Source: an optimization exercise on an open RTL-to-GDS flow (aim: small area, a short achievable clock period and few clock cycles). Production flows keep margins and buffers that such runs may drop.
The RTL was checked by simulation tests, not by an equivalence proof against the original design.
Power is estimated from default activity; no workload was simulated.

## flow/run.sh

```bash
#!/bin/bash
# synth_recipe.tcl (not shown) runs the flow's synth.tcl, then flattens the netlist and writes it again
# the make line also repeats each setting of config.mk as NAME=value (left out here)
make -C /OpenROAD-flow-scripts/flow DESIGN_CONFIG=/design/flow/config.mk WORK_HOME=/design/flow/orfs CLKGATE_MAP_FILE= SYNTH_SCRIPT=/design/flow/synth_recipe.tcl finish
```

## flow/config.mk

```make
export PLATFORM = sky130hd
export DESIGN_NAME = lex_combination_generator_top
export DESIGN_NICKNAME = lex_combination_generator_top
export VERILOG_FILES = /design/flow/design.v
export SDC_FILE = /design/flow/constraint.sdc
export NUM_CORES = 4
export LEC_CHECK = 0
export CAP_MARGIN = 20
export CORE_MARGIN = 2
export CORE_UTILIZATION = 55
export SETUP_SLACK_MARGIN = 3.3
export SLEW_MARGIN = 20
```

## flow/constraint.sdc

```tcl
create_clock -name core_clock -period 6.0 [get_ports {clk}]
set_input_delay 1.2000 -clock core_clock [delete_from_list [all_inputs] [get_ports {clk}]]
set_output_delay 1.2000 -clock core_clock [all_outputs]
set_load 0.01 [all_outputs]
```

## flow/design.v

```verilog
package lcg_pkg;
	localparam int REG_W = 5;
	localparam int VAL_W = 32;
	localparam int POS_W = 4;
	localparam int NPOS  = 16;
endpackage
module lcg_cell (
	input  logic [15:0] s,
	input  logic [3:0]  p,
	input  logic [3:0]  h,
	input  logic [3:0]  top,      
	output logic [15:0] nxt,
	output logic        has_next,  
	output logic        at_top,
	output logic [3:0]  p_nxt,
	output logic [3:0]  h_nxt
);
	logic [15:0] below, above, le, q;
	logic        q_any;
	logic [3:0]  qhi;
	always_comb begin
		for (int i = 0; i < 16; i++) begin
			below[i] = 4'(i) < p;
			above[i] = 4'(i) > p;
			le[i]    = 4'(i) <= h;
		end
		q   = s & below;
		nxt = q | (above & le);
		q_any = |q;
		qhi = '0;
		for (int i = 0; i < 16; i++) if (q[i]) qhi = 4'(i);
		at_top   = h == top;
		has_next = !(at_top && !q_any);
		p_nxt    = at_top ? qhi : h;
		h_nxt    = at_top ? (h + 4'd1 - p) : (h + 4'd1);
	end
endmodule
module lcg_ram (
	input  logic        clk,
	input  logic        arst_n,
	input  logic        we,       
	input  logic        ws,
	input  logic [31:0] wdata,
	output logic [3:0]  ph,
	input  logic [15:0] rsel,
	output logic [31:0] rdata
);
	logic [31:0] ring_q [16];
	logic [3:0]  ph_q;
	assign ph = ph_q;
	always_ff @(posedge clk or negedge arst_n) begin
		if (!arst_n) ph_q <= '0;
		else         ph_q <= ph_q + 4'd1;
	end
	always_ff @(posedge clk) begin
		for (int s = 0; s < 16; s++) begin
			if (s == 0 && we && !ws)      ring_q[s] <= wdata;
			else if (s == 8 && we && ws)  ring_q[s] <= wdata;
			else                          ring_q[s] <= ring_q[(s + 1) % 16];
		end
	end
	always_comb begin
		rdata = '0;
		for (int s = 0; s < 16; s++) rdata = rdata | (ring_q[s] & {32{rsel[s]}});
	end
endmodule
module lex_combination_generator_top
#(
	parameter int MAX_LIST   = 16,
	parameter int MAX_CHOOSE = 16
) (
	input  logic               clk,
	input  logic               arst_n,
	input  logic               psel,
	input  logic               penable,
	input  logic               pwrite,
	input  logic [2:0]         paddr,
	input  logic [31:0]        pwdata,
	output logic [31:0]        prdata,
	output logic               pready,
	input  logic               in_valid,
	output logic               in_stall,
	input  logic               command,
	input  logic [3:0]         load_index,
	input  logic signed [31:0] load_value,
	output logic               out_valid,
	input  logic               out_stall,
	output logic signed [31:0] elem_value,
	output logic [3:0]         elem_position,
	output logic               found,
	output logic               empty_comb,
	output logic               last
);
	logic [4:0]  n_q, k_q;
	logic [4:0]  n_eff, k_eff, wk_eff;
	logic [3:0]  n_top;
	logic [15:0] kth, wr_kth;
	logic        k_gt_n, k_zero, k_eq_n;
	logic        started_q, exh_q, has_q, fix_q;
	logic        busy_q, jsp_q, jf_q, stall_q;
	logic [15:0] jm_q, nm_q;
	logic [3:0]  p_q, h_q;
	logic        ov_q, shown_q;
	logic [15:0] sel_q;
	logic [3:0]  pos_q;
	logic        fnd_q, emp_q, last_q;
	logic        wp_q;
	logic [3:0]  wd_q;
	logic [31:0] wdat_q;
	logic        cfg_wr, acc, acc_ld, acc_nx, ol, normal, jm_ge2, spec_f, emit_n;
	logic        wr_now, busy_d, wp_d, ov_d;
	logic [3:0]  wd_d;
	logic [15:0] low, rest, succ;
	logic        succ_has, succ_top;
	logic [3:0]  succ_p, succ_h;
	logic [31:0] rd_val;
	logic [3:0]  rd_pos, ph, slot;
	assign n_eff  = (n_q > 5'd16) ? 5'd16 : n_q;
	assign k_eff  = (k_q > 5'd16) ? 5'd16 : k_q;
	assign wk_eff = (pwdata[4:0] > 5'd16) ? 5'd16 : pwdata[4:0];
	assign n_top  = 4'(n_eff - 5'd1);
	assign k_gt_n = k_eff > n_eff;
	assign k_eq_n = k_eff == n_eff;
	assign k_zero = k_q == 5'd0;
	always_comb begin
		for (int i = 0; i < 16; i++) begin
			kth[i]    = 5'(i) < k_q;
			wr_kth[i] = 5'(i) < pwdata[4:0];
		end
	end
	assign pready = 1'b1;
	assign prdata = {27'd0, paddr[2] ? k_q : n_q};
	assign cfg_wr = psel & penable & pwrite;
	assign acc    = in_valid & ~stall_q;
	assign acc_ld = acc & ~command;
	assign acc_nx = acc & command;
	assign ol     = ~ov_q | ~out_stall;
	assign normal = ~exh_q & (started_q | (~k_gt_n & ~k_zero));
	assign spec_f = ~exh_q & ~started_q & k_zero;
	always_comb begin
		logic seen;
		seen = 1'b0;
		for (int i = 0; i < 16; i++) begin
			low[i] = jm_q[i] & ~seen;
			seen   = seen | jm_q[i];
		end
	end
	assign rest   = jm_q & ~low;
	assign jm_ge2 = |rest;
	always_comb begin
		rd_pos = '0;
		for (int i = 0; i < 16; i++) if (low[i]) rd_pos = rd_pos | 4'(i);
	end
	lcg_cell u_succ (
		.s        (jm_q),
		.p        (p_q),
		.h        (h_q),
		.top      (n_top),
		.nxt      (succ),
		.has_next (succ_has),
		.at_top   (succ_top),
		.p_nxt    (succ_p),
		.h_nxt    (succ_h)
	);
	assign wr_now = wp_q & (wd_q[2:0] == 3'd0) & ~ov_q;
	lcg_ram u_list (
		.clk    (clk),
		.arst_n (arst_n),
		.we     (wr_now),
		.ws     (wd_q[3]),
		.wdata  (wdat_q),
		.ph     (ph),
		.rsel   (sel_q),
		.rdata  (rd_val)
	);
	assign slot   = rd_pos + ~ph;
	assign emit_n = busy_q ? ~jsp_q : (acc_nx & normal);
	assign wp_d = acc_ld | (wp_q & ~wr_now);
	assign wd_d = acc_ld ? (load_index - ph - 4'd2) : (wd_q - 4'd1);
	assign ov_d = ol ? (busy_q | acc_nx) : ov_q;
	always_comb begin
		busy_d = busy_q;
		if (busy_q) begin
			if (ol && (jsp_q || !jm_ge2)) busy_d = 1'b0;
		end else if (acc_nx) begin
			busy_d = normal ? (~ol | jm_ge2) : ~ol;
		end
	end
	always_ff @(posedge clk or negedge arst_n) begin
		if (!arst_n) begin
			ov_q    <= 1'b0;
			busy_q  <= 1'b0;
			stall_q <= 1'b0;
			wp_q    <= 1'b0;
		end else begin
			ov_q    <= ov_d;
			busy_q  <= busy_d;
			wp_q    <= wp_d;
			stall_q <= busy_d | (wp_d & ~((wd_d[2:0] == 3'd0) & ~ov_d));
		end
	end
	always_ff @(posedge clk) begin
		if (ol) begin
			sel_q   <= emit_n ? (16'd1 << slot) : 16'd0;
			shown_q <= emit_n;
			pos_q   <= emit_n ? rd_pos : 4'd0;
			fnd_q   <= emit_n | (busy_q ? jf_q : spec_f);
			emp_q   <= ~emit_n & (busy_q ? jf_q : spec_f);
			last_q  <= ~emit_n | ~jm_ge2;
		end else begin
			sel_q <= {sel_q[0], sel_q[15:1]};
		end
		wd_q <= wd_d;
		if (acc_ld) wdat_q <= load_value;
	end
	always_ff @(posedge clk or negedge arst_n) begin
		if (!arst_n) begin
			n_q       <= '0;
			k_q       <= '0;
			started_q <= 1'b0;
			exh_q     <= 1'b0;
			jsp_q     <= 1'b0;
			fix_q     <= 1'b0;
		end else begin
			fix_q <= 1'b0;
			if (cfg_wr) begin
				if (paddr[2]) k_q <= pwdata[4:0];
				else          n_q <= pwdata[4:0];
				started_q <= 1'b0;
				exh_q     <= 1'b0;
			end
			if (busy_q) begin
				if (ol && jsp_q) jsp_q <= 1'b0;
			end else if (acc_ld) begin
				started_q <= 1'b0;
				exh_q     <= 1'b0;
			end else if (acc_nx) begin
				started_q <= 1'b1;
				exh_q     <= ~normal | (started_q ? ~has_q : k_eq_n);
				if (normal) begin
					fix_q <= succ_top;
				end else begin
					jsp_q <= ~ol;
				end
			end
		end
	end
	always_ff @(posedge clk) begin
		if (!busy_q && acc_nx) begin
			jf_q  <= spec_f;
			nm_q  <= succ;
			has_q <= succ_has;
		end
		if (cfg_wr) begin
			jm_q <= paddr[2] ? wr_kth : kth;
		end else if (busy_q) begin
			if (ol && !jsp_q) jm_q <= jm_ge2 ? rest : nm_q;
		end else if (acc_ld) begin
			jm_q <= kth;
		end else if (acc_nx && normal && ol) begin
			jm_q <= jm_ge2 ? rest : {jm_q[14:0], 1'b0};
		end
		if (cfg_wr) begin
			p_q <= 4'(paddr[2] ? wk_eff - 5'd1 : k_eff - 5'd1);
			h_q <= 4'(paddr[2] ? wk_eff : k_eff);
		end else if (!busy_q && acc_ld) begin
			p_q <= 4'(k_eff - 5'd1);
			h_q <= 4'(k_eff);
		end else if (!busy_q && acc_nx && normal) begin
			p_q <= succ_p;
			h_q <= succ_h;
		end else if (fix_q) begin
			h_q <= h_q + p_q;
		end
	end
	assign in_stall      = stall_q;
	assign out_valid     = ov_q;
	assign elem_value    = rd_val;
	assign elem_position = pos_q;
	assign found         = fnd_q;
	assign empty_comb    = emp_q;
	assign last          = last_q;
endmodule
```

==> impl_metrics.py, run 1 <==
metrics = {
    "outcome": {
        "status": "complete, no violations",
    },
    "cells_and_area": {
        "syn2layout_area_growth_pct": 31.47,
        "nets": 2076,
        "final_common_cell": "dfxtp_1",
        "finish.utilization": 0.7374,
        "diodes": 0,
        "finalNonFillerCells": 2528,
        "drive_gt1_frac": 0.3128,
        "final_cell_mix": "dfxtp_1, a22o_1, buf_4",
    },
    "placement": {
        "dp_hpwl_microns": 32950,
        "io_buffers": 95,
        "place.gp.congestion": 0.9128,
        "place_ws_ns": 1.582,
        "dp_cells": 2215,
    },
    "detailed_routing": {
        "drtIter0Drc": 1566,
        "routed_via_density": 6.212,
        "dr.pass1.iters": 6,
        "drc": 0,
        "vias": 15700,
        "drt-total-wl_microns": 67870,
        "antenna_left": 0,
        "drt-wirelength-per-cell_microns": 26.85,
    },
    "critical_path": {
        "start_kind": "flop",
        "crit_type": "flop to output port",
        "cp-end-kind": "output port",
        "cp_top_family": "compound AO/OA/AOI/OAI gates",
        "critPathMaxFanout": 12,
        "crit_path_cell_trace": "buf_16, a22o_1, a221oi_2, nand4_1, buf_2",
        "critPathMaxStageDelay_ns": 0.40,
        "cp_slowest_cell": "dfxtp_4",
        "path_buf_inv": 2,
        "cp.arrival_ns": 2.08,
        "required_ns": 4.80,
    },
    "sta": {
        "relSlewSlack": 0.4428,
        "slew_violations": 0,
        "setup_viol": 0,
        "skew_ns": 0.02395,
        "setup_ws_ns": 2.719,
        "fin_crit_sh": 0.5469,
        "fmax_ghz": 0.3048,
        "tightest_slew_ns": 0.8357,
        "finalCriticalPeriod_ns": 3.281,
        "hold_ws_ns": 0.3425,
        "tns_ns": 0,
        "hold_violations": 0,
        "rsz0062_at_grt": "yes",
    },
    "synth": {
        "synth_edf_count": 81,
        "async_flop_share": 0.03465,
        "synth_cells": 1717,
        "syn_area_sq_um": 21220,
        "synth_warnings": 4,
        "synth_area_per_cell_sq_um": 12.36,
        "synth_cell_type_count": 86,
        "synth_seq_cells": 635,
        "synth_ff_type": "dfxtp_1",
        "ys_seq_area_frac": 0.6423,
    },
    "floorplanning": {
        "start_util": 0.5608,
        "die_h_microns": 200.4,
        "pin_count": 153,
        "fp.coreArea_sq_um": 37840,
        "die_x_microns": 200.4,
        "die_area_sq_um": 40180,
        "rows": 71,
    },
    "pwr": {
        "vdd_drop_max_uv": 255.1,
        "p_per_area_nw_per_um2": 369.5,
        "switchingPower_mw": 2.773,
        "leakagePower_nw": 11.18,
        "comb_power_share": 0.151,
        "p_int_mw": 7.538,
        "p_clk_frac": 0.365,
        "seqPwrFrac": 0.484,
        "sw_frac_of_total": 0.2689,
    },
    "grt": {
        "gr-usage-all-layers": 0.3205,
        "overflow": 0,
        "antenna_found_initial": 0,
        "grt_pass1_wl_microns": 97590,
        "grt_max_degree": 33,
        "first_global_vias": 15550,
    },
    "min_path": {
        "hp-class": "flop to flop",
    },
    "cts": {
        "clockBufferDepth": 3,
        "numCtsBuffers": 59,
        "clock-sinks": 635,
        "clk_pin_slew_ns": 0.06,
        "clock_latency_ns": 0.63,
        "ctsHtreeMaxLevel": 2,
        "cts_tree": "done",
        "root_buffer": "clkbuf_16",
        "postCtsHoldBufs": 0,
    },
    "flow_run": {
        "maxCapViolations": 0,
    },
}
kinds of logic (layout without fill, tap and decap cells):
family                     count (synthesis)  after routing  share of synthesized area
DFF                                      635            635                     0.6423
muxes                                     81             81                    0.04268
xor gates and xnor gates                  22             22                   0.009079
adders and majority gates                 31             31                    0.01957
other                                      2             28                  0.0003538
and+or+nand+nor                          284            284                    0.07009
buffers and inverters                    177            451                    0.03714
AOI/OAI and AO/OA                        485            485                     0.1787
power by group through the flow:
stage / Clock [mW] / Combinational, mW / Sequential, mW
global route: 3.95 / 1.64 / 5.02
CTS: 3.76 / 1.38 / 4.96
floorplan: 0 / 0.649 / 4.89
global placement: 0 / 0.783 / 5.15
detailed placement: 0 / 0.792 / 5.16
finish: 3.76 / 1.56 / 4.99
synthesized netlist by cell type, types with 28 or more instances:
cell | count | area share
a21oi_1 | 47 | 0.011
a221oi_1 | 131 | 0.054
a22o_1 | 141 | 0.058
buf_4 | 28 | 0.0099
clkbuf_1 | 108 | 0.019
dfxtp_1 | 532 | 0.50
edfxtp_1 | 81 | 0.11
inv_1 | 29 | 0.0051
mux2_2 | 76 | 0.040
nand2_1 | 77 | 0.014
nand4_1 | 35 | 0.010
nor2_1 | 56 | 0.0099
o21ai_0 | 43 | 0.010
layout make-up:
| cell class | instances | area (sq um) |
|---|---|---|
| multi-input combinational | 931 | 8020 |
| inverter | 31 | 138.9 |
| clock inverter | 22 | 198.9 |
| sequential | 635 | 13700 |
| tap | 511 | 639.4 |
| timing repair buffer | 307 | 3407 |
| fill | 2509 | 9940 |
| clock buffer | 89 | 1782 |
| timing repair inverter | 2 | 17.52 |
stage by stage:
| step | cell area [sq um] | power [mW] |
|---|---|---|
| 3_3_place_gp | 22500 | 5.934 |
| 4_1_cts | 26980 | 10.10 |
| 2_1_floorplan | 21550 | 5.541 |
| 5_1_grt | 27900 | 10.60 |
| 6_report | 27900 | 10.31 |
| 3_5_place_dp | 22500 | 5.950 |
path summary, 6_finish.rpt:
| check | slack [ns] | startpoint | end | depth (start not counted) |
|---|---|---|---|---|
| max reg2reg | 2.87 | jm_q[1] | sel_q[12] | 14 |
| min reg2reg | 0.34 | u_list.ring_q[5][6] | u_list.ring_q[4][6] | 0 |
| min | 0.34 | u_list.ring_q[5][6] | u_list.ring_q[4][6] | 0 |
| min in group asynchronous | 0.56 | arst_n | n_q[3] | 1 |
| max | 2.72 | sel_q[5] | elem_value[7] | 5 |
| max in group asynchronous | 5.03 | arst_n | k_q[4] | 1 |
repair_timing:
item,in CTS,in global routing
cloned,13,4
gates resized for setup,338,95
pin swaps,65,67
setup buffers,142,43
setup endpoints to repair,124,96
metal layers:
| layer | vias up | wire (microns) | GRT usage |
|---|---|---|---|
| met5 | - | 0 | 0 |
| met4 | 0 | 3177 | 0.1476 |
| met3 | 190 | 3970 | 0.04367 |
| met2 | 716 | 32890 | 0.5420 |
| met1 | 7839 | 27830 | 0.4102 |
| li1 | 6959 | - | - |
sequential cells by signal (all words and copies together) (netlist names), 4 cells and up:
| name | cells |
|---|---|
| u_list.ph_q | 4 |
| wdat_q | 32 |
| h_q | 4 |
| k_q | 5 |
| n_q | 5 |
| nm_q | 16 |
| wd_q | 4 |
| u_list.ring_q | 512 |
| p_q | 4 |
| sel_q | 16 |
| pos_q | 4 |
| jm_q | 16 |
Testbench counts, summed over its fixed seeds: cycles 16,772.
==> inputs of run 2 (changes only) <==
--- a/flow/config.mk
+++ b/flow/config.mk
@@ -8,5 +8,6 @@
 export CAP_MARGIN = 20
 export CORE_MARGIN = 2
 export CORE_UTILIZATION = 55
-export SETUP_SLACK_MARGIN = 3.3
+export CTS_BUF_LIST = sky130_fd_sc_hd__clkbuf_8
+export SETUP_SLACK_MARGIN = 2.6
 export SLEW_MARGIN = 20
==> run 2 against run 1 <==
  * Still clean
  * Sequential cell count did not move
  * Register-to-register slack worse by 0.21 ns
  * Sequential share of layout area increased by 4.2 points
  * Non-clock buffer count is 118 lower
  * Count of clock-buffer cells in the layout up 34
  * Clock skew down 0.00072 ns
  * Worst setup slack got worse by 0.12 ns
  * Sequential power about the same
  * Final cell count is 2.0% lower
==> impl_metrics.py, run 2 <==
metrics = {
    "cts": {
        "clockBufferDepth": 3,
        "clock_latency_ns": 0.66,
        "clock-sinks": 635,
        "postCtsHoldBufs": 0,
        "root_buffer": "clkbuf_8",
        "numCtsBuffers": 100,
        "clk_pin_slew_ns": 0.06,
        "cts_tree": "done",
        "ctsHtreeMaxLevel": 3,
    },
    "synth": {
        "synthTopCellsByArea": "dfxtp_1, edfxtp_1, a22o_1",
        "synth_area_per_cell_sq_um": 12.36,
        "ys_seq_area_frac": 0.6423,
        "syn_area_sq_um": 21220,
        "yosysTopAreaCell": "dfxtp_1",
        "synth_seq_cells": 635,
        "yosysMostFrequentCell": "dfxtp_1",
        "synth_ff_type": "dfxtp_1",
        "async_flop_share": 0.03465,
        "synth_cells": 1717,
        "synth_top_cell_area_share": 0.5018,
        "synth_common_cells": "dfxtp_1, a22o_1, a221oi_1, clkbuf_1, edfxtp_1",
        "synth_warnings": 4,
        "synth_edf_count": 81,
        "synth_cell_type_count": 86,
    },
    "sta": {
        "fmax_ghz": 0.2940,
        "relSlewSlack": 0.3228,
        "finalCriticalPeriod_ns": 3.401,
        "fin_crit_sh": 0.5668,
        "slew_violations": 0,
        "skew_ns": 0.02322,
        "tightest_slew_ns": 1.016,
        "tns_ns": 0,
        "rsz0062_at_grt": "yes",
        "hold_violations": 0,
        "setup_viol": 0,
    },
    "cells_and_area": {
        "largest_reg_flops": 512,
        "top_regs": "u_list.ring_q (512), wdat_q (32)",
        "syn2layout_area_growth_pct": 21.08,
        "regMostFlops": "u_list.ring_q",
        "nets": 1997,
        "drive_gt1_frac": 0.2126,
        "fillers": 2851,
        "finalNonFillerCells": 2478,
        "final_cell_mix": "dfxtp_1, a22o_1, clkbuf_8",
        "final_common_cell": "dfxtp_1",
    },
    "critical_path": {
        "cp_top_family": "buffers and inverters",
        "crit_type": "flop to output port",
        "cp-endpoint": "elem_value[19]",
        "reg2reg_depth": 8,
        "cp_slowest_cell": "dfxtp_4",
        "rr_endpoint": "sel_q[12]",
        "r2r_start": "jm_q[2]",
        "start_kind": "flop",
        "cp.depth": 6,
        "cp-end-kind": "output port",
        "critPathMaxFanout": 16,
        "critPathMaxStageDelay_ns": 0.36,
        "required_ns": 4.80,
        "regToRegSetupSlack_ns": 2.66,
        "crit_path_cell_trace": "buf_12, buf_16, a22o_1, a221oi_2, nand4_1, buf_2",
        "cp.arrival_ns": 2.20,
        "crit_start": "sel_q[9]",
        "path_buf_inv": 3,
    },
    "detailed_routing": {
        "dr.pass1.iters": 6,
        "drt-total-wl_microns": 61320,
        "vias": 15000,
        "drtIter0Drc": 1293,
        "antenna_left": 0,
        "routed_via_density": 6.055,
        "drt-wirelength-per-cell_microns": 24.74,
        "top_layer_used": "met4",
        "wl_met1_microns": 26530,
        "drc": 0,
        "met2_length_microns": 28520,
        "dr_wl_met3_microns": 4512,
    },
    "pwr": {
        "vdd_drop_max_uv": 245.2,
        "leakagePower_nw": 10.34,
        "p_per_area_nw_per_um2": 378.8,
    },
    "placement": {
        "dp_hpwl_microns": 33430,
        "place.gp.congestion": 0.9147,
        "dp_cells": 2224,
        "io_buffers": 95,
    },
    "min_path": {
        "hp-class": "flop to flop",
    },
    "grt": {
        "first_global_vias": 15120,
        "gr-usage-all-layers": 0.2981,
        "overflow": 0,
        "grt_max_degree": 38,
        "antenna_found_initial": 1,
        "grt_pass1_wl_microns": 91020,
    },
    "outcome": {
        "status": "complete, no violations",
    },
    "floorplanning": {
        "start_util": 0.5608,
        "die_area_sq_um": 40180,
        "die_x_microns": 200.4,
        "pin_count": 153,
        "fp.coreArea_sq_um": 37840,
        "die_h_microns": 200.4,
        "rows": 71,
    },
    "flow_run": {
        "maxCapViolations": 0,
    },
}
run 2: per-layer routing:
layer  vias to the layer above  track usage
met5                         -            0
met4                         0       0.1143
met3                       107      0.06250
met2                       706       0.4774
met1                      7395       0.3995
li1                       6796            -
run 2: report_power, final:
group          switching, mW  internal, mW
clock                   1.65          1.98
sequential             0.298          4.68
combinational          0.647         0.474
run 2: layout make-up:
class,count,area [sq um],share of cell area
Clock buffer,123,1693,0.06588
Antenna cell,1,2.502,0.00009738
Sequential cell,635,13690,0.5327
Multi-Input combinational cell,931,7196,0.2800
Clock inverter,57,337.8,0.01315
Tap cell,511,639.4,0.02488
Timing Repair Buffer,189,2021,0.07863
Inverter,31,118.9,0.004626
run 2: logic make-up after synthesis:
family          Yosys count  synth area share
other cells               2         0.0003538
flops                   635            0.6423
mux                      81           0.04268
xor+xnor                 22          0.009079
simple gates            284           0.07009
compound gates          485            0.1787
buf+inv                 177           0.03714
fa+ha+maj                31           0.01957
run 2: worst min-delay path by stage:
stage,end,cells past startpoint,start,slack [ns]
floorplan,u_list.ring_q[15][0],0,u_list.ring_q[0][0],0.33
global placement,u_list.ring_q[7][26],0,u_list.ring_q[8][26],0.33
detailed placement,u_list.ring_q[7][14],0,u_list.ring_q[8][14],0.34
CTS,u_list.ring_q[15][11],0,u_list.ring_q[0][11],0.33
global route,u_list.ring_q[3][21],0,u_list.ring_q[4][21],0.33
finish,u_list.ring_q[6][19],0,u_list.ring_q[7][19],0.34
run 2: repair_timing:
item	in CTS	in global routing
resized for setup	149	61
cloned	3	1
pin swaps	14	13
endpoints found under the setup margin	53	48
buffers inserted	44	25
run 2: through the flow:
| step | power (mW) | instance area [sq um] | setup slack [ns] | hold WS, ns | util |
|---|---|---|---|---|---|
| final | 9.733 | 25700 | 2.599 | 0.3356 | 0.6790 |
| after global placement | 5.927 | 22450 | 1.652 | 0.3327 | 0.5932 |
| after floorplan | 5.521 | 21340 | 2.618 | 0.3311 | - |
| after global routing | 10.08 | 25700 | 2.534 | 0.3343 | 0.6790 |
| after CTS | 9.681 | 25270 | 2.524 | 0.3346 | 0.6678 |
| after detailed placement | 5.935 | 22450 | 1.673 | 0.3364 | 0.5931 |
==> inputs of run 3 (changes only) <==
--- a/flow/config.mk
+++ b/flow/config.mk
@@ -8,6 +8,7 @@
 export CAP_MARGIN = 20
 export CORE_MARGIN = 2
 export CORE_UTILIZATION = 55
-export CTS_BUF_LIST = sky130_fd_sc_hd__clkbuf_8
-export SETUP_SLACK_MARGIN = 2.6
+export CTS_BUF_LIST = sky130_fd_sc_hd__clkbuf_4 sky130_fd_sc_hd__clkbuf_8
+export CTS_CLUSTER_SIZE = 30
+export SETUP_SLACK_MARGIN = 2.8
 export SLEW_MARGIN = 20
==> run 3 against run 2 <==
  * Critical path depth is the same
  * Power grew 5.8%
  * Die area unchanged
  * Critical path type unchanged
  * First-iteration DRC count increased by 9.5%
  * Worst hold slack lost 0.0062 ns
  * Final cell count rose by 3.0%
  * Sequential cell count unchanged
  * Synthesized area is the same
  * Global-route usage grew 1.9 points
  * Design area rose by 6.4%
  * Count of clock-buffer cells in the layout rose by 32
  * Routed wire length grew 8.4%
==> impl_metrics.py, run 3 <==
metrics = {
    "placement": {
        "place.gp.congestion": 0.9061,
        "io_buffers": 95,
        "dp_cells": 2220,
        "dp_hpwl_microns": 32270,
    },
    "synth": {
        "synth_common_cells": "dfxtp_1, a22o_1, a221oi_1, clkbuf_1, edfxtp_1",
        "yosysTopAreaCell": "dfxtp_1",
        "synth_warnings": 4,
        "synth_cell_type_count": 86,
        "synth_cells": 1717,
        "synth_top_cell_area_share": 0.5018,
        "synth_ff_type": "dfxtp_1",
        "ys_seq_area_frac": 0.6423,
        "syn_area_sq_um": 21220,
        "yosysMostFrequentCell": "dfxtp_1",
        "synth_seq_cells": 635,
        "async_flop_share": 0.03465,
        "synth_area_per_cell_sq_um": 12.36,
        "synth_edf_count": 81,
        "synthTopCellsByArea": "dfxtp_1, edfxtp_1, a22o_1",
    },
    "cells_and_area": {
        "largest_reg_flops": 512,
        "final_cell_mix": "dfxtp_1, a22o_1, clkbuf_8",
        "drive_gt1_frac": 0.2982,
        "multi_input_area_sq_um": 7671,
        "finalNonFillerCells": 2553,
        "final_common_cell": "dfxtp_1",
        "fillers": 2553,
        "ff_latch_area_sq_um": 13690,
        "syn2layout_area_growth_pct": 28.87,
        "finish.utilization": 0.7228,
        "top_regs": "u_list.ring_q (512), wdat_q (32)",
        "nets": 2071,
        "diodes": 0,
        "regMostFlops": "u_list.ring_q",
    },
    "detailed_routing": {
        "drt-wirelength-per-cell_microns": 26.04,
        "antenna_left": 0,
        "drc": 0,
        "vias": 15660,
        "drt-total-wl_microns": 66470,
        "routed_via_density": 6.132,
        "drtIter0Drc": 1416,
        "dr.pass1.iters": 7,
    },
    "critical_path": {
        "rr_endpoint": "sel_q[8]",
        "critPathMaxFanout": 6,
        "regToRegSetupSlack_ns": 2.71,
        "crit_type": "flop to output port",
        "start_kind": "flop",
        "r2r_start": "jm_q[7]",
        "required_ns": 4.80,
        "crit_start": "sel_q[11]",
        "reg2reg_depth": 13,
        "cp-end-kind": "output port",
        "crit_path_cell_trace": "buf_8, buf_16, a22o_1, a221oi_2, nand4_1, buf_2",
        "cp.arrival_ns": 2.21,
        "critPathMaxStageDelay_ns": 0.37,
        "cp_slowest_cell": "dfxtp_4",
    },
    "sta": {
        "fin_crit_sh": 0.5676,
        "setup_viol": 0,
        "hold_ws_ns": 0.3294,
        "slew_violations": 0,
        "fmax_ghz": 0.2937,
        "finalCriticalPeriod_ns": 3.405,
        "hold_violations": 0,
        "skew_ns": 0.03872,
        "tns_ns": 0,
        "tightest_slew_ns": 0.8741,
        "rsz0062_at_grt": "yes",
        "relSlewSlack": 0.4172,
    },
    "flow_run": {
        "maxCapViolations": 0,
    },
    "grt": {
        "grt_pass1_wl_microns": 96530,
        "overflow": 0,
        "first_global_vias": 15270,
        "antenna_found_initial": 0,
        "grt_max_degree": 33,
        "gr-usage-all-layers": 0.3174,
    },
    "min_path": {
        "min_from": "u_list.ring_q[6][17]",
        "hp-class": "flop to flop",
        "min_path_cells": 0,
        "min_to": "u_list.ring_q[5][17]",
    },
    "floorplanning": {
        "rows": 71,
        "die_area_sq_um": 40180,
        "pin_count": 153,
        "die_h_microns": 200.4,
        "fp.coreArea_sq_um": 37840,
        "die_x_microns": 200.4,
        "start_util": 0.5608,
    },
    "cts": {
        "postCtsHoldBufs": 0,
        "clock-sinks": 635,
        "root_buffer": "clkbuf_8",
        "clk_pin_slew_ns": 0.06,
        "clock_latency_ns": 0.69,
        "cts_tree": "done",
        "clockBufferDepth": 3,
        "ctsHtreeMaxLevel": 3,
        "numCtsBuffers": 97,
    },
    "pwr": {
        "vdd_drop_max_uv": 286.2,
        "p_per_area_nw_per_um2": 376.6,
        "leakagePower_nw": 11.02,
    },
    "outcome": {
        "status": "complete, no violations",
    },
}
-- run 3: cell types whose count changed in the layout (fill, tap and decap cells not counted), moves of 7 or more --
cell,change
buf_16,+9
clkbuf_2,-7
a221oi_2,+58
buf_6,+22
buf_4,+31
buf_2,+13
clkbuf_4,+28
inv_1,-43
buf_12,+12
a221oi_1,-60
-- run 3: worst max-delay path by stage --
stage | to | cells after the start | slack [ns]
2_1_floorplan | jm_q[0] | 6 | 2.81
3_3_place_gp | prdata[1] | 3 | 1.65
3_5_place_dp | prdata[1] | 3 | 1.66
4_1_cts | elem_value[0] | 6 | 2.58
5_1_grt | elem_value[0] | 6 | 2.53
6_report | elem_value[0] | 6 | 2.59
-- run 3: cells by family after synthesis --
family | Yosys count | share of synthesized area
flops | 635 | 0.6423
compound gates | 485 | 0.1787
simple gates | 284 | 0.07009
buf+inv | 177 | 0.03714
mux | 81 | 0.04268
fa+ha+maj | 31 | 0.01957
xor+xnor | 22 | 0.009079
other cells | 2 | 0.0003538
-- run 3: per-layer routing --
metal | global-route usage | vias up | routed length, microns
li1 | - | 6971 | -
met1 | 0.4389 | 7793 | 28620
met2 | 0.5016 | 726 | 30310
met3 | 0.05081 | 165 | 4736
met4 | 0.1272 | 0 | 2800
met5 | 0 | - | 0
-- run 3: where the power goes --
part           internal, mW  switching (mW)  leakage (nW)
Sequential             4.68           0.308          5.33
Combinational         0.612           0.737          4.52
Clock                  2.26            1.71          1.17
Total                  7.55            2.76          11.0
-- run 3: metrics by stage --
step / instance area [sq um] / worst slack (ns) / power (mW)
after global routing: 27350 / 2.531 / 10.64
final: 27350 / 2.595 / 10.30
after CTS: 26520 / 2.580 / 10.16
after detailed placement: 22440 / 1.664 / 5.928
after global placement: 22440 / 1.649 / 5.914
after floorplan: 21360 / 2.808 / 5.521
-- run 3: final cells by class --
class / instances / area share
clock buffers: 155 / 0.07159
repair inverters: 1 / 0.0003202
well taps: 511 / 0.02337
clock inverters: 24 / 0.009560
flip-flops and latches: 635 / 0.5007
repair buffers: 265 / 0.1093
inverters: 31 / 0.004712
multi-input cells: 931 / 0.2805
-- run 3: worst max-delay path: cells and delay by family, from the launching register on --
family | cells | cell delay, ns
buffers and inverters | 3 | 0.51
and+or+nand+nor | 1 | 0.25
AOI/OAI and AO/OA | 2 | 0.40
DFF | 1 | 0.37
-- run 3: repair_timing --
item                                   in CTS  in global routing
setup endpoints to repair                  78                 53
cloned                                     11                  4
endpoints found under the hold margin       0                  0
setup buffers                              98                 41
pin swaps                                  37                 58
resized for setup                         286                 79
==> inputs of run 4 (changes only) <==
--- a/flow/config.mk
+++ b/flow/config.mk
@@ -8,7 +8,5 @@
 export CAP_MARGIN = 20
 export CORE_MARGIN = 2
 export CORE_UTILIZATION = 55
-export CTS_BUF_LIST = sky130_fd_sc_hd__clkbuf_4 sky130_fd_sc_hd__clkbuf_8
-export CTS_CLUSTER_SIZE = 30
 export SETUP_SLACK_MARGIN = 2.8
 export SLEW_MARGIN = 20
==> run 4 against run 3 <==
  * Still clean
  * Via count decreased by 3.5%
  * Combinational power decreased by 6%
  * Worst hold slack improved by 0.012 ns
  * Sequential share of layout area increased by 1.5 points
  * Synthesized cell count unchanged
  * Sequential cell count unchanged
  * Utilization decreased by 2.1 points
  * Design area decreased by 3.0%
  * Clock skew decreased by 0.013 ns
  * Fmax increased by 3.2%
  * Final cell count decreased by 3.8%
  * Critical path type unchanged
  * Largest cell class unchanged
  * Largest power group unchanged
==> impl_metrics.py, run 4 <==
metrics = {
    "critical_path": {
        "cp_slowest_cell": "dfxtp_4",
        "r2r_start": "jm_q[0]",
        "required_ns": 4.80,
        "critPathMaxStageDelay_ns": 0.41,
        "critPathMaxFanout": 12,
        "crit_start": "sel_q[12]",
        "regToRegSetupSlack_ns": 2.70,
        "rr_endpoint": "sel_q[8]",
        "start_kind": "flop",
        "cp-end-kind": "output port",
        "crit_type": "flop to output port",
        "reg2reg_depth": 14,
        "cp.arrival_ns": 2.10,
        "crit_path_cell_trace": "buf_16, a22o_1, a221oi_1, nand4_1, buf_2",
    },
    "synth": {
        "synth_top_cell_area_share": 0.5018,
        "synth_area_per_cell_sq_um": 12.36,
        "synthAdderAreaFrac": 0.01957,
        "synth_ff_type": "dfxtp_1",
        "synth_common_cells": "dfxtp_1, a22o_1, a221oi_1, clkbuf_1, edfxtp_1",
        "async_flop_share": 0.03465,
        "ys_seq_area_frac": 0.6423,
        "synth_compound_area_frac": 0.1787,
        "synth_cells": 1717,
        "syn_area_sq_um": 21220,
        "synth_cell_type_count": 86,
        "synthTopCellsByArea": "dfxtp_1, edfxtp_1, a22o_1",
        "synth-simple-area-share": 0.07009,
        "synth_top_family_by_area": "compound AO/OA/AOI/OAI gates",
        "yosysTopAreaCell": "dfxtp_1",
        "synth_warnings": 4,
        "synth_seq_cells": 635,
        "yosysMostFrequentCell": "dfxtp_1",
        "synth_mux_area_frac": 0.04268,
        "post_synth_xor_area_fraction": 0.009079,
        "synth_edf_count": 81,
    },
    "sta": {
        "setup_viol": 0,
        "hold_violations": 0,
        "rsz0062_at_grt": "yes",
        "finalCriticalPeriod_ns": 3.300,
        "slew_violations": 0,
        "fin_crit_sh": 0.5500,
        "fmax_ghz": 0.3030,
        "tightest_slew_ns": 0.8897,
        "skew_ns": 0.02528,
        "relSlewSlack": 0.4062,
        "tns_ns": 0,
    },
    "floorplanning": {
        "die_area_sq_um": 40180,
        "die_x_microns": 200.4,
        "die_h_microns": 200.4,
        "pin_count": 153,
        "rows": 71,
        "fp.coreArea_sq_um": 37840,
        "start_util": 0.5608,
    },
    "detailed_routing": {
        "drc": 0,
        "antenna_left": 0,
        "drt-total-wl_microns": 64800,
        "routed_via_density": 6.154,
        "drtIter0Drc": 1447,
        "dr.pass1.iters": 7,
        "vias": 15110,
        "drt-wirelength-per-cell_microns": 26.38,
    },
    "placement": {
        "place.gp.congestion": 0.9061,
        "dp_hpwl_microns": 32270,
        "io_buffers": 95,
        "dpl_cell_area_sq_um": 22440,
    },
    "pwr": {
        "p_per_area_nw_per_um2": 372.2,
        "vdd_drop_max_uv": 241.5,
        "leakagePower_nw": 10.56,
    },
    "flow_run": {
        "maxCapViolations": 0,
    },
    "min_path": {
        "min_from": "u_list.ring_q[2][3]",
        "min_path_cells": 0,
        "min_to": "u_list.ring_q[1][3]",
        "hp-class": "flop to flop",
    },
    "cts": {
        "root_buffer": "clkbuf_16",
        "cts_tree": "done",
        "clock-sinks": 635,
        "ctsHtreeMaxLevel": 2,
        "numCtsBuffers": 58,
        "clock_latency_ns": 0.64,
        "clockBufferDepth": 3,
        "clk_pin_slew_ns": 0.07,
    },
    "grt": {
        "overflow": 0,
        "grt_max_degree": 34,
        "grt_pass1_wl_microns": 92020,
        "antenna_found_initial": 0,
        "gr-usage-all-layers": 0.3013,
        "first_global_vias": 14710,
    },
    "outcome": {
        "status": "complete, no violations",
    },
    "cells_and_area": {
        "top_regs": "u_list.ring_q (512), wdat_q (32)",
        "final_common_cell": "dfxtp_1",
        "largest_reg_flops": 512,
        "final_area_sq_um": 26540,
        "diodes": 0,
        "syn2layout_area_growth_pct": 25.05,
        "multi_input_area_sq_um": 7644,
        "drive_gt1_frac": 0.2555,
        "ff_latch_area_sq_um": 13690,
        "regMostFlops": "u_list.ring_q",
        "fillers": 2672,
        "nets": 2006,
        "final_cell_mix": "dfxtp_1, a22o_1, a221oi_2",
    },
}
## run 4: cell counts after synthesis
No cell type changed its count.
## run 4: how the worst max path moves through the flow
stage	to	slack, ns	depth (start not counted)
finish	elem_value[22]	2.70	5
global route	sel_q[8]	2.60	14
CTS	elem_value[0]	2.65	5
detailed placement	prdata[1]	1.66	3
global placement	prdata[1]	1.65	3
floorplan	jm_q[0]	2.81	6
## run 4: what timing repair did
action	4_1_cts	5_1_grt
hold buffers	0	0
endpoints found under the setup margin	80	54
buffers inserted	72	42
pin swaps	19	47
gates resized for setup	235	94
cloned	4	10
## run 4: cell type report
type | count | area share
well taps | 511 | 0.02409
clock inverters | 26 | 0.007307
repair inverters | 1 | 0.0003300
flip-flops and latches | 635 | 0.5159
multi-input cells | 931 | 0.2880
clock buffers | 82 | 0.06345
repair buffers | 239 | 0.09608
inverters | 31 | 0.004856
## run 4: kinds of logic (layout without fill, tap and decap cells)
group,after synthesis,after routing
DFF,635,635
AOI/OAI and AO/OA,485,485
and+or+nand+nor,284,284
buffers and inverters,177,379
muxes,81,81
adders and majority gates,31,31
xor gates and xnor gates,22,22
other,2,28
## run 4: metal layers
metal	part of all wire	track usage	wire length, microns
met1	0.42	0.4102	27450
met2	0.46	0.4834	30010
met3	0.078	0.05455	5054
met4	0.035	0.1111	2286
met5	0	0	0
## run 4: critical path, delay by kind of cell, from the launching register on
family / cells / cell delay, ns
flip-flops: 1 / 0.41
AO/OA/AOI/OAI: 2 / 0.49
AND/OR/NAND/NOR: 1 / 0.20
buffers and inverters: 2 / 0.37
## run 4: power by group
part	switching [mW]	internal, mW	total (mW)
Sequential	0.312	4.68	4.99
Clock	1.65	1.97	3.62
Combinational	0.710	0.557	1.27
Total	2.67	7.21	9.88
## run 4: stage by stage
step	total power [mW]	util	instances	setup WS (ns)	hold WS, ns
floorplan	5.521	-	1743	2.808	0.3311
global placement	5.914	0.5928	2220	1.649	0.3328
detailed placement	5.928	0.5928	2220	1.664	0.3361
CTS	9.688	0.6734	2404	2.652	0.3428
global route	10.19	0.7013	2456	2.602	0.3529
finish	9.878	0.7013	2456	2.700	0.3415
==> inputs of run 5 (changes only) <==
--- a/flow/config.mk
+++ b/flow/config.mk
@@ -7,6 +7,7 @@
 export LEC_CHECK = 0
 export CAP_MARGIN = 20
 export CORE_MARGIN = 2
-export CORE_UTILIZATION = 55
-export SETUP_SLACK_MARGIN = 2.8
+export CORE_UTILIZATION = 70
+export CTS_BUF_LIST = sky130_fd_sc_hd__clkbuf_8
+export SETUP_SLACK_MARGIN = 2.7
 export SLEW_MARGIN = 20
==> run 5 against run 4 <==
  * Synthesized cell count is the same
  * Non-clock buffer count down 48
  * First-iteration DRC count up 61%
  * Sequential share of layout area increased by 1.8 points
  * Final cell count down 4.4%
  * Utilization rose by 16 points
  * Design area fell by 3.3%
  * Die area down 21%
  * Critical path depth up 9
  * Worst hold slack got worse by 0.012 ns
  * Largest cell class unchanged
  * Largest power group unchanged
==> impl_metrics.py, run 5 <==
metrics = {
    "outcome": {
        "status": "complete, no violations",
    },
    "cells_and_area": {
        "final_area_sq_um": 25650,
        "fillers": 1408,
        "final_common_cell": "dfxtp_1",
        "finish.utilization": 0.8633,
        "finalNonFillerCells": 2347,
        "top_regs": "u_list.ring_q (512), wdat_q (32)",
        "ff_latch_area_sq_um": 13690,
        "drive_gt1_frac": 0.2356,
        "nets": 1991,
        "multi_input_area_sq_um": 7428,
        "diodes": 0,
        "final_cell_mix": "dfxtp_1, a22o_1, clkbuf_8",
        "largest_reg_flops": 512,
        "syn2layout_area_growth_pct": 20.87,
        "regMostFlops": "u_list.ring_q",
    },
    "critical_path": {
        "crit_type": "flop to flop",
        "required_ns": 6.50,
        "crit_top_cell": "buf_4",
        "cp-endpoint": "sel_q[8]",
        "rr_endpoint": "sel_q[8]",
        "start_kind": "flop",
        "crit_start": "jm_q[0]",
        "crit_path_cell_trace": "nor4_4, buf_4, buf_4, buf_4, nand3_1, o22ai_1, ha_1, a21o_1, a21oi_2, xor2_2, xnor2_2, or2_1, nor2_2, a22o_1",
        "critPathMaxStageDelay_ns": 0.53,
        "critPathMaxFanout": 3,
        "cp-end-kind": "flop",
        "cp_slowest_cell": "o22ai_1",
        "reg2reg_depth": 14,
        "r2r_start": "jm_q[0]",
        "cp.arrival_ns": 3.92,
        "regToRegSetupSlack_ns": 2.58,
    },
    "detailed_routing": {
        "drtIter0Drc": 2330,
        "antenna_left": 0,
        "dr.pass1.iters": 8,
        "top_layer_used": "met4",
        "dr_wl_met3_microns": 7754,
        "vias": 16440,
        "met2_length_microns": 29900,
        "drt-total-wl_microns": 67130,
        "drc": 0,
        "routed_via_density": 7.004,
        "drt-wirelength-per-cell_microns": 28.60,
        "wl_met1_microns": 24750,
    },
    "sta": {
        "slew_violations": 0,
        "tns_ns": 0,
        "tightest_slew_ns": 0.9867,
        "fin_crit_sh": 0.5705,
        "rsz0062_at_grt": "yes",
        "finalCriticalPeriod_ns": 3.423,
        "fmax_ghz": 0.2921,
        "relSlewSlack": 0.3422,
        "setup_ws_ns": 2.577,
        "hold_violations": 0,
        "setup_viol": 0,
        "skew_ns": 0.04136,
        "hold_ws_ns": 0.3294,
    },
    "placement": {
        "dpl_cell_area_sq_um": 22210,
        "dp_cells": 2090,
        "place_ws_ns": 1.493,
        "io_buffers": 95,
        "place.gp.congestion": 0.9487,
        "dp_hpwl_microns": 31790,
    },
    "pwr": {
        "seqPwrFrac": 0.522,
        "p_per_area_nw_per_um2": 375.6,
        "power_mw": 9.636,
        "switchingPower_mw": 2.721,
        "p_int_mw": 6.915,
        "p_clk_frac": 0.357,
        "sw_frac_of_total": 0.2824,
        "leakagePower_nw": 10.35,
        "vdd_drop_max_uv": 278.6,
        "comb_power_share": 0.122,
    },
    "floorplanning": {
        "rows": 63,
        "die_x_microns": 178.1,
        "start_util": 0.7142,
        "die_area_sq_um": 31730,
        "pin_count": 153,
        "die_h_microns": 178.1,
        "fp.coreArea_sq_um": 29720,
    },
    "grt": {
        "grt_pass1_wl_microns": 94470,
        "overflow": 0,
        "grt_max_degree": 34,
        "first_global_vias": 15830,
        "antenna_found_initial": 1,
        "gr-usage-all-layers": 0.3999,
    },
    "synth": {
        "ys_seq_area_frac": 0.6423,
        "synth_top_cell_area_share": 0.5018,
        "synth_area_per_cell_sq_um": 12.36,
        "synth_warnings": 4,
        "yosysTopAreaCell": "dfxtp_1",
        "synthTopCellsByArea": "dfxtp_1, edfxtp_1, a22o_1",
        "synth_cells": 1717,
        "async_flop_share": 0.03465,
        "syn_area_sq_um": 21220,
        "synth_edf_count": 81,
        "synth_ff_type": "dfxtp_1",
        "synth_seq_cells": 635,
        "synth_common_cells": "dfxtp_1, a22o_1, a221oi_1, clkbuf_1, edfxtp_1",
        "synth_cell_type_count": 86,
        "yosysMostFrequentCell": "dfxtp_1",
    },
    "cts": {
        "clockBufferDepth": 3,
        "clock_latency_ns": 0.64,
        "clock-sinks": 635,
        "clk_pin_slew_ns": 0.07,
        "cts_tree": "done",
        "root_buffer": "clkbuf_8",
        "postCtsHoldBufs": 0,
        "ctsHtreeMaxLevel": 3,
        "numCtsBuffers": 91,
    },
    "flow_run": {
        "maxCapViolations": 0,
    },
    "min_path": {
        "hp-class": "flop to flop",
    },
}
run 5: final cells by class:
type                       count  area share
multi-input combinational    931      0.2896
timing repair inverter         1   0.0003414
inverter                      31    0.005023
clock inverter                53     0.01073
sequential                   635      0.5337
timing repair buffer         191     0.07994
tap                          390     0.01902
clock buffer                 115     0.06170
run 5: critical path, delay by kind of cell (launching register included):
kind	cells	cell delay (ns)
AO/OA/AOI/OAI	4	0.98
XOR/XNOR	2	0.44
adder cells (fa/ha/maj)	1	0.33
buffers and inverters	3	0.39
flip-flops	1	0.47
AND/OR/NAND/NOR	4	0.71
run 5: kinds of logic (layout without fill, tap and decap cells):
| kind of cell | Yosys count | in the layout | synth area share |
|---|---|---|---|
| DFF | 635 | 635 | 0.6423 |
| AOI/OAI and AO/OA | 485 | 485 | 0.1787 |
| other | 2 | 28 | 0.0003538 |
| buffers and inverters | 177 | 391 | 0.03714 |
| and+or+nand+nor | 284 | 284 | 0.07009 |
| muxes | 81 | 81 | 0.04268 |
| adders and majority gates | 31 | 31 | 0.01957 |
| xor gates and xnor gates | 22 | 22 | 0.009079 |
run 5: power groups by stage:
stage / Combinational [mW] / Sequential, mW / Clock (mW)
3_5_place_dp: 0.725 / 5.19 / 0
4_1_cts: 1.06 / 4.98 / 3.39
5_1_grt: 1.22 / 5.05 / 3.60
2_1_floorplan: 0.629 / 4.89 / 0
3_3_place_gp: 0.709 / 5.18 / 0
6_report: 1.17 / 5.03 / 3.44
run 5: how the worst min path moves through the flow:
stage	startpoint	to	slack (ns)	cells past startpoint
after detailed placement	u_list.ring_q[6][14]	u_list.ring_q[5][14]	0.34	0
after global placement	u_list.ring_q[15][5]	u_list.ring_q[14][5]	0.33	0
final	u_list.ring_q[13][15]	u_list.ring_q[12][15]	0.33	0
after floorplan	u_list.ring_q[0][0]	u_list.ring_q[15][0]	0.33	0
after global routing	u_list.ring_q[13][15]	u_list.ring_q[12][15]	0.33	0
after CTS	u_list.ring_q[13][15]	u_list.ring_q[12][15]	0.32	0
run 5: routing by layer:
metal / vias to the layer above / track usage
li1: 6799 / -
met1: 7949 / 0.5096
met2: 1357 / 0.6179
met3: 334 / 0.1057
met4: 0 / 0.2322
met5: - / 0
run 5: repair_timing:
action,4_1_cts,5_1_grt
cloned,2,0
resized for setup,147,94
endpoints found under the hold margin,0,0
pin swaps,10,26
endpoints found under the setup margin,83,68
setup buffers,70,17
==> inputs of run 6 (changes only) <==
==> flow/flow/run.sh (new file) <==
#!/bin/bash
# The standard layout, except that the clock tree is built from clkbuf_8 cells and
# without dummy load cells. Each tool's output goes to the ORFS logs under orfs/logs/; the
# make output goes to standard.log here.
set -euo pipefail
export CTS_ARGS="-sink_clustering_enable -repair_clock_nets -dont_use_dummy_load -buf_list sky130_fd_sc_hd__clkbuf_8"
bash standard.sh > standard.log 2>&1
==> flow/standard.sh (new file) <==
#!/bin/bash
# synth_recipe.tcl (not shown) runs the flow's synth.tcl, then flattens the netlist and writes it again
# the make line also repeats each setting of config.mk as NAME=value (left out here)
make -C /OpenROAD-flow-scripts/flow DESIGN_CONFIG=/design/flow/config.mk WORK_HOME=/design/flow/orfs CLKGATE_MAP_FILE= SYNTH_SCRIPT=/design/flow/synth_recipe.tcl "${@:-finish}"
--- a/flow/config.mk
+++ b/flow/config.mk
@@ -7,7 +7,6 @@
 export LEC_CHECK = 0
 export CAP_MARGIN = 20
 export CORE_MARGIN = 2
-export CORE_UTILIZATION = 70
-export CTS_BUF_LIST = sky130_fd_sc_hd__clkbuf_8
+export CORE_UTILIZATION = 55
 export SETUP_SLACK_MARGIN = 2.7
 export SLEW_MARGIN = 20
removed: flow/run.sh
==> run 6 against run 5 <==
  * Die area increased by 27%
  * Still clean on timing, DRC and antenna
  * Largest power group unchanged
  * Design area decreased by 1.2%
  * Critical endpoint is now sel_q[15]
  * Via count decreased by 7.9%
==> impl_metrics.py, run 6 <==
metrics = {
    "outcome": {
        "status": "complete, no violations",
    },
    "synth": {
        "synth_seq_cells": 635,
        "synth_ff_type": "dfxtp_1",
        "synth_cells": 1717,
        "syn_area_sq_um": 21220,
        "synth_warnings": 4,
        "synth_area_per_cell_sq_um": 12.36,
        "synth_edf_count": 81,
        "ys_seq_area_frac": 0.6423,
        "synth_top_cell_area_share": 0.5018,
        "async_flop_share": 0.03465,
        "synth_cell_type_count": 86,
        "yosysMostFrequentCell": "dfxtp_1",
        "synthTopCellsByArea": "dfxtp_1, edfxtp_1, a22o_1",
        "yosysTopAreaCell": "dfxtp_1",
        "synth_common_cells": "dfxtp_1, a22o_1, a221oi_1, clkbuf_1, edfxtp_1",
    },
    "sta": {
        "setup_ws_ns": 2.630,
        "tns_ns": 0,
        "tightest_slew_ns": 0.9355,
        "rsz0062_at_grt": "yes",
        "slew_violations": 0,
        "skew_ns": 0.05820,
        "fin_crit_sh": 0.5616,
        "relSlewSlack": 0.3763,
        "fmax_ghz": 0.2968,
        "hold_violations": 0,
        "setup_viol": 0,
        "finalCriticalPeriod_ns": 3.370,
    },
    "critical_path": {
        "crit_type": "flop to flop",
        "cp-endpoint": "sel_q[15]",
        "required_ns": 6.55,
        "cp.arrival_ns": 3.92,
        "cp-end-kind": "flop",
        "start_kind": "flop",
        "r2r_start": "jm_q[0]",
        "rr_endpoint": "sel_q[15]",
        "reg2reg_depth": 14,
        "critPathMaxStageDelay_ns": 0.49,
        "cp_slowest_cell": "edfxtp_1",
        "regToRegSetupSlack_ns": 2.63,
        "crit_top_cell": "buf_4",
        "crit_start": "jm_q[0]",
        "critPathMaxFanout": 3,
        "crit_path_cell_trace": "nor4_4, buf_4, nand3_4, or3_4, o211ai_1, buf_4, ha_4, a21o_1, a21oi_2, xor2_2, xnor2_2, or2_1, nor2_2, a22o_1",
    },
    "cts": {
        "numCtsBuffers": 97,
        "clock_latency_ns": 0.64,
        "root_buffer": "clkbuf_8",
        "cts_tree": "done",
        "clock-sinks": 635,
        "clk_pin_slew_ns": 0.06,
        "ctsHtreeMaxLevel": 3,
        "clockBufferDepth": 3,
    },
    "grt": {
        "grt_max_degree": 42,
        "first_global_vias": 15260,
        "gr-usage-all-layers": 0.3114,
        "overflow": 0,
        "grt_pass1_wl_microns": 94110,
        "antenna_found_initial": 0,
    },
    "detailed_routing": {
        "antenna_left": 0,
        "dr.pass1.iters": 6,
        "routed_via_density": 6.260,
        "vias": 15140,
        "drc": 0,
        "drt-wirelength-per-cell_microns": 26.31,
        "drtIter0Drc": 1329,
        "drt-total-wl_microns": 63640,
    },
    "cells_and_area": {
        "finish.utilization": 0.6700,
        "final_common_cell": "dfxtp_1",
        "fillers": 2893,
        "regMostFlops": "u_list.ring_q",
        "drive_gt1_frac": 0.2290,
        "nets": 2019,
        "diodes": 0,
        "largest_reg_flops": 512,
        "syn2layout_area_growth_pct": 19.46,
        "final_cell_mix": "dfxtp_1, a22o_1, clkbuf_8",
        "top_regs": "u_list.ring_q (512), wdat_q (32)",
    },
    "placement": {
        "dp_hpwl_microns": 33220,
        "io_buffers": 95,
        "place.gp.congestion": 0.9402,
        "place_ws_ns": 1.668,
    },
    "pwr": {
        "vdd_drop_max_uv": 187.8,
        "p_clk_frac": 0.318,
        "leakagePower_nw": 10.01,
        "seqPwrFrac": 0.552,
        "p_per_area_nw_per_um2": 356.7,
        "comb_power_share": 0.130,
        "p_int_mw": 6.601,
        "switchingPower_mw": 2.443,
        "sw_frac_of_total": 0.2702,
    },
    "floorplanning": {
        "die_x_microns": 200.4,
        "start_util": 0.5608,
        "die_area_sq_um": 40180,
        "pin_count": 153,
        "rows": 71,
        "fp.coreArea_sq_um": 37840,
        "die_h_microns": 200.4,
    },
    "min_path": {
        "hp-class": "flop to flop",
    },
    "flow_run": {
        "maxCapViolations": 0,
    },
}
[run 6: cell counts after synthesis]
No cell type changed its count.
[run 6: metal layers]
layer / share of wire / global-route usage / up-vias
met5: 0 / 0 / -
li1: - / - / 6772
met4: 0.041 / 0.1474 / 0
met3: 0.076 / 0.06656 / 144
met2: 0.45 / 0.4854 / 705
met1: 0.43 / 0.4165 / 7522
[run 6: final cells by class]
cell class              count  area, sq um  share of cell area
repair buffers            214         2173             0.08572
multi-input cells         931         7386              0.2913
inverters                  31        128.9            0.005083
flip-flops and latches    635        13690              0.5400
clock buffers              97         1335             0.05265
well taps                 511        639.4             0.02522
[run 6: worst min-delay path by stage]
stage / start / endpoint / cells after the start / slack, ns
3_5_place_dp: u_list.ring_q[5][26] / u_list.ring_q[4][26] / 0 / 0.34
2_1_floorplan: u_list.ring_q[0][0] / u_list.ring_q[15][0] / 0 / 0.33
4_1_cts: u_list.ring_q[10][20] / u_list.ring_q[9][20] / 0 / 0.29
6_report: u_list.ring_q[10][20] / u_list.ring_q[9][20] / 0 / 0.29
3_3_place_gp: u_list.ring_q[12][2] / u_list.ring_q[11][2] / 0 / 0.33
5_1_grt: u_list.ring_q[10][20] / u_list.ring_q[9][20] / 0 / 0.30
[run 6: repair_timing]
| action | in CTS | in global routing |
|---|---|---|
| cloned | 2 | 0 |
| resized for setup | 161 | 92 |
| hold buffers | 0 | 0 |
| endpoints found under the setup margin | 77 | 68 |
| buffers inserted | 93 | 11 |
| pin swaps | 13 | 36 |
[run 6: critical path, delay by kind of cell, from the launching register on]
family | cells | cell delay, ns
buffers and inverters | 2 | 0.38
flip-flops | 1 | 0.49
AND/OR/NAND/NOR | 5 | 1.31
AO/OA/AOI/OAI | 4 | 0.64
adder cells (fa/ha/maj) | 1 | 0.20
XOR/XNOR | 2 | 0.30
[run 6: cell families after synthesis]
family	Yosys count	share of synthesized area
AO/OA/AOI/OAI	485	0.1787
buffers and inverters	177	0.03714
other	2	0.0003538
adder cells (fa/ha/maj)	31	0.01957
flip-flops	635	0.6423
multiplexers	81	0.04268
AND/OR/NAND/NOR	284	0.07009
XOR/XNOR	22	0.009079
[run 6: power groups by stage]
stage               logic [mW]  registers, mW  clock network (mW)
finish                    1.18           4.99                2.87
CTS                       1.09           4.98                2.91
global route              1.25           5.02                3.10
floorplan                0.629           4.89                   0
detailed placement       0.746           5.19                   0
global placement         0.739           5.19                   0
[run 6: stage by stage]
step	power, mW	std cells	hold WS (ns)	instance area (sq um)
6_report	9.044	2419	0.2904	25350
5_1_grt	9.372	2419	0.2974	25350
4_1_cts	8.976	2408	0.2898	24900
3_5_place_dp	5.940	2216	0.3356	22410
3_3_place_gp	5.927	2216	0.3331	22410
2_1_floorplan	5.521	1743	0.3311	21360
==> inputs of run 7 (changes only) <==
--- a/flow/config.mk
+++ b/flow/config.mk
@@ -8,5 +8,5 @@
 export CAP_MARGIN = 20
 export CORE_MARGIN = 2
 export CORE_UTILIZATION = 55
-export SETUP_SLACK_MARGIN = 2.7
+export SETUP_SLACK_MARGIN = 2.9
 export SLEW_MARGIN = 20
==> run 7 against run 6 <==
  * Synthesized area is the same
  * Worst hold slack better by 0.0067 ns
  * Largest power group unchanged
  * Fmax increased by 1.3%
  * Utilization is 2.7 points higher
  * Die area stayed put
  * Register-to-register slack better by 0.22 ns
  * First-iteration DRC count grew 13%
==> impl_metrics.py, run 7 <==
metrics = {
    "grt": {
        "grt_pass1_wl_microns": 94500,
        "antenna_found_initial": 0,
        "gr-usage-all-layers": 0.3102,
        "overflow": 0,
        "first_global_vias": 15210,
        "grt_max_degree": 34,
    },
    "floorplanning": {
        "rows": 71,
        "die_area_sq_um": 40180,
        "die_x_microns": 200.4,
        "pin_count": 153,
        "die_h_microns": 200.4,
        "start_util": 0.5608,
        "fp.coreArea_sq_um": 37840,
    },
    "pwr": {
        "seqPwrFrac": 0.543,
        "comb_power_share": 0.143,
        "switchingPower_mw": 2.495,
        "p_int_mw": 6.711,
        "leakagePower_nw": 10.44,
        "p_per_area_nw_per_um2": 348.9,
        "vdd_drop_max_uv": 217.2,
        "p_clk_frac": 0.314,
        "sw_frac_of_total": 0.2710,
    },
    "synth": {
        "synth_edf_count": 81,
        "synth_seq_cells": 635,
        "synth_warnings": 4,
        "synth_common_cells": "dfxtp_1, a22o_1, a221oi_1, clkbuf_1, edfxtp_1",
        "yosysMostFrequentCell": "dfxtp_1",
        "synthTopCellsByArea": "dfxtp_1, edfxtp_1, a22o_1",
        "ys_seq_area_frac": 0.6423,
        "syn_area_sq_um": 21220,
        "yosysTopAreaCell": "dfxtp_1",
        "async_flop_share": 0.03465,
        "synth_ff_type": "dfxtp_1",
        "synth_cells": 1717,
        "synth_top_cell_area_share": 0.5018,
        "synth_cell_type_count": 86,
        "synth_area_per_cell_sq_um": 12.36,
    },
    "cts": {
        "postCtsHoldBufs": 0,
        "ctsHtreeMaxLevel": 3,
        "clock-sinks": 635,
        "clk_pin_slew_ns": 0.06,
        "numCtsBuffers": 98,
        "clockBufferDepth": 3,
        "clock_latency_ns": 0.67,
        "root_buffer": "clkbuf_8",
        "cts_tree": "done",
    },
    "cells_and_area": {
        "regMostFlops": "u_list.ring_q",
        "syn2layout_area_growth_pct": 24.32,
        "finish.utilization": 0.6972,
        "diodes": 0,
        "nets": 2047,
        "top_regs": "u_list.ring_q (512), wdat_q (32)",
        "final_area_sq_um": 26390,
        "largest_reg_flops": 512,
        "final_cell_mix": "dfxtp_1, a22o_1, clkbuf_8",
        "final_common_cell": "dfxtp_1",
        "finalNonFillerCells": 2447,
        "drive_gt1_frac": 0.2686,
        "fillers": 2731,
    },
    "detailed_routing": {
        "drt-wirelength-per-cell_microns": 26.61,
        "antenna_left": 0,
        "routed_via_density": 6.264,
        "drt-total-wl_microns": 65120,
        "drtIter0Drc": 1497,
        "drc": 0,
        "vias": 15330,
        "dr.pass1.iters": 5,
    },
    "critical_path": {
        "critPathMaxFanout": 5,
        "required_ns": 4.80,
        "start_kind": "flop",
        "cp_slowest_cell": "dfxtp_4",
        "crit_path_cell_trace": "buf_12, buf_16, a22o_1, a221oi_2, nand4_1, buf_2",
        "crit_type": "flop to output port",
        "critPathMaxStageDelay_ns": 0.39,
        "cp-end-kind": "output port",
        "cp.arrival_ns": 2.13,
        "cp_top_family": "buffers and inverters",
        "path_buf_inv": 3,
    },
    "sta": {
        "slew_violations": 0,
        "rsz0062_at_grt": "yes",
        "tns_ns": 0,
        "finalCriticalPeriod_ns": 3.328,
        "setup_viol": 0,
        "skew_ns": 0.07525,
        "setup_ws_ns": 2.672,
        "fmax_ghz": 0.3005,
        "tightest_slew_ns": 0.8826,
        "fin_crit_sh": 0.5546,
        "hold_violations": 0,
        "relSlewSlack": 0.4116,
    },
    "placement": {
        "place_ws_ns": 1.687,
        "io_buffers": 95,
        "dpl_cell_area_sq_um": 22490,
        "dp_hpwl_microns": 33180,
        "dp_cells": 2222,
        "place.gp.congestion": 0.8864,
    },
    "outcome": {
        "status": "complete, no violations",
    },
    "min_path": {
        "hp-class": "flop to flop",
    },
    "flow_run": {
        "maxCapViolations": 0,
    },
}
[run 7: power by group through the flow]
stage	Sequential [mW]	Combinational [mW]	Clock, mW
floorplan	4.89	0.633	0
global placement	5.07	0.855	0
detailed placement	5.06	0.880	0
CTS	4.97	1.17	2.91
global route	5.03	1.39	3.11
finish	5.00	1.32	2.89
[run 7: logic make-up (layout without fill, tap and decap cells)]
kind of cell / after synthesis / count (layout) / synth area share
AOI/OAI and AO/OA: 485 / 485 / 0.1787
xor gates and xnor gates: 22 / 22 / 0.009079
adders and majority gates: 31 / 31 / 0.01957
buffers and inverters: 177 / 370 / 0.03714
DFF: 635 / 635 / 0.6423
muxes: 81 / 81 / 0.04268
other: 2 / 28 / 0.0003538
and+or+nand+nor: 284 / 284 / 0.07009
[run 7: repair_timing]
action | in CTS | in global routing
endpoints found under the setup margin | 80 | 57
gates cloned | 15 | 6
pin swaps | 32 | 77
gates resized for setup | 297 | 88
buffers inserted | 75 | 31
[run 7: worst reg2reg max path, delay by kind of cell, from the launching register on]
family | cells | cell delay [ns]
adder cells (fa/ha/maj) | 1 | 0.20
AO/OA/AOI/OAI | 5 | 0.72
flip-flops | 1 | 0.46
XOR/XNOR | 2 | 0.41
buffers and inverters | 2 | 0.37
AND/OR/NAND/NOR | 5 | 0.89
[run 7: final cells by class]
class	instances	area, sq um	area share
clock buffers	98	1349	0.05112
flip-flops and latches	635	13690	0.5190
inverters	31	132.6	0.005027
repair buffers	240	2799	0.1061
repair inverters	1	8.758	0.0003319
multi-input cells	931	7764	0.2942
well taps	511	639.4	0.02423
[run 7: path summary, 6_finish.rpt]
check                                      from                   end  slack [ns]  cells past startpoint
max                                    sel_q[3]        elem_value[11]        2.67                      6
min                        u_list.ring_q[8][20]  u_list.ring_q[7][20]        0.30                      0
max reg2reg                             jm_q[3]             sel_q[15]        2.85                     15
min reg2reg                u_list.ring_q[8][20]  u_list.ring_q[7][20]        0.30                      0
max in group asynchronous                arst_n                k_q[4]        5.03                      1
min in group asynchronous                arst_n                k_q[2]        0.57                      1
[run 7: metrics by stage]
stage                     power [mW]  hold WS (ns)
after floorplan                5.525        0.3311
after global placement         5.925        0.3325
after detailed placement       5.944        0.3354
after CTS                      9.048        0.3078
after global routing           9.534        0.3116
final                          9.207        0.2971
[run 7: layer usage]
metal | GRT usage | share of wire
met3 | 0.04594 | 0.071
met4 | 0.1095 | 0.030
met1 | 0.4288 | 0.44
met5 | 0 | 0
met2 | 0.5004 | 0.46

[afterwards: timing with drivers on the ports]
No port has a modelled driver above. Below, the same layouts with a new extraction and two added sets of constraints. Step 1, drivers: a clkbuf_16 drives clk and a buf_2 each remaining input, both assumed. Step 2 moves the port delays by t, midway between the first and last clock arrival at a register: inputs arrive t later, outputs are due t later. That takes back most of the time a late clock gives input paths. Slacks: ideal / step 1 / step 2; pairs: ideal / step 1.
run	t (ns)	slack for setup (ns)	worst data-port slew with drivers (ns)
run 1	0.673	2.719 / 2.661 / 2.668	0.12
run 2	0.700	2.599 / 2.549 / 1.978	0.09
run 3	0.722	2.595 / 2.543 / 2.234	0.09
run 4	0.679	2.700 / 2.645 / 2.230	0.07
run 5	0.677	2.577 / 2.568 / 2.189	0.06
run 6	0.679	2.630 / 2.613 / 2.188	0.06
run 7	0.680	2.672 / 2.619 / 2.335	0.16
After both steps every run listed still meets setup and hold. For run 2, which loses most, drivers alone change the setup slack by -0.050 ns; drivers and shift together by -0.621 ns.
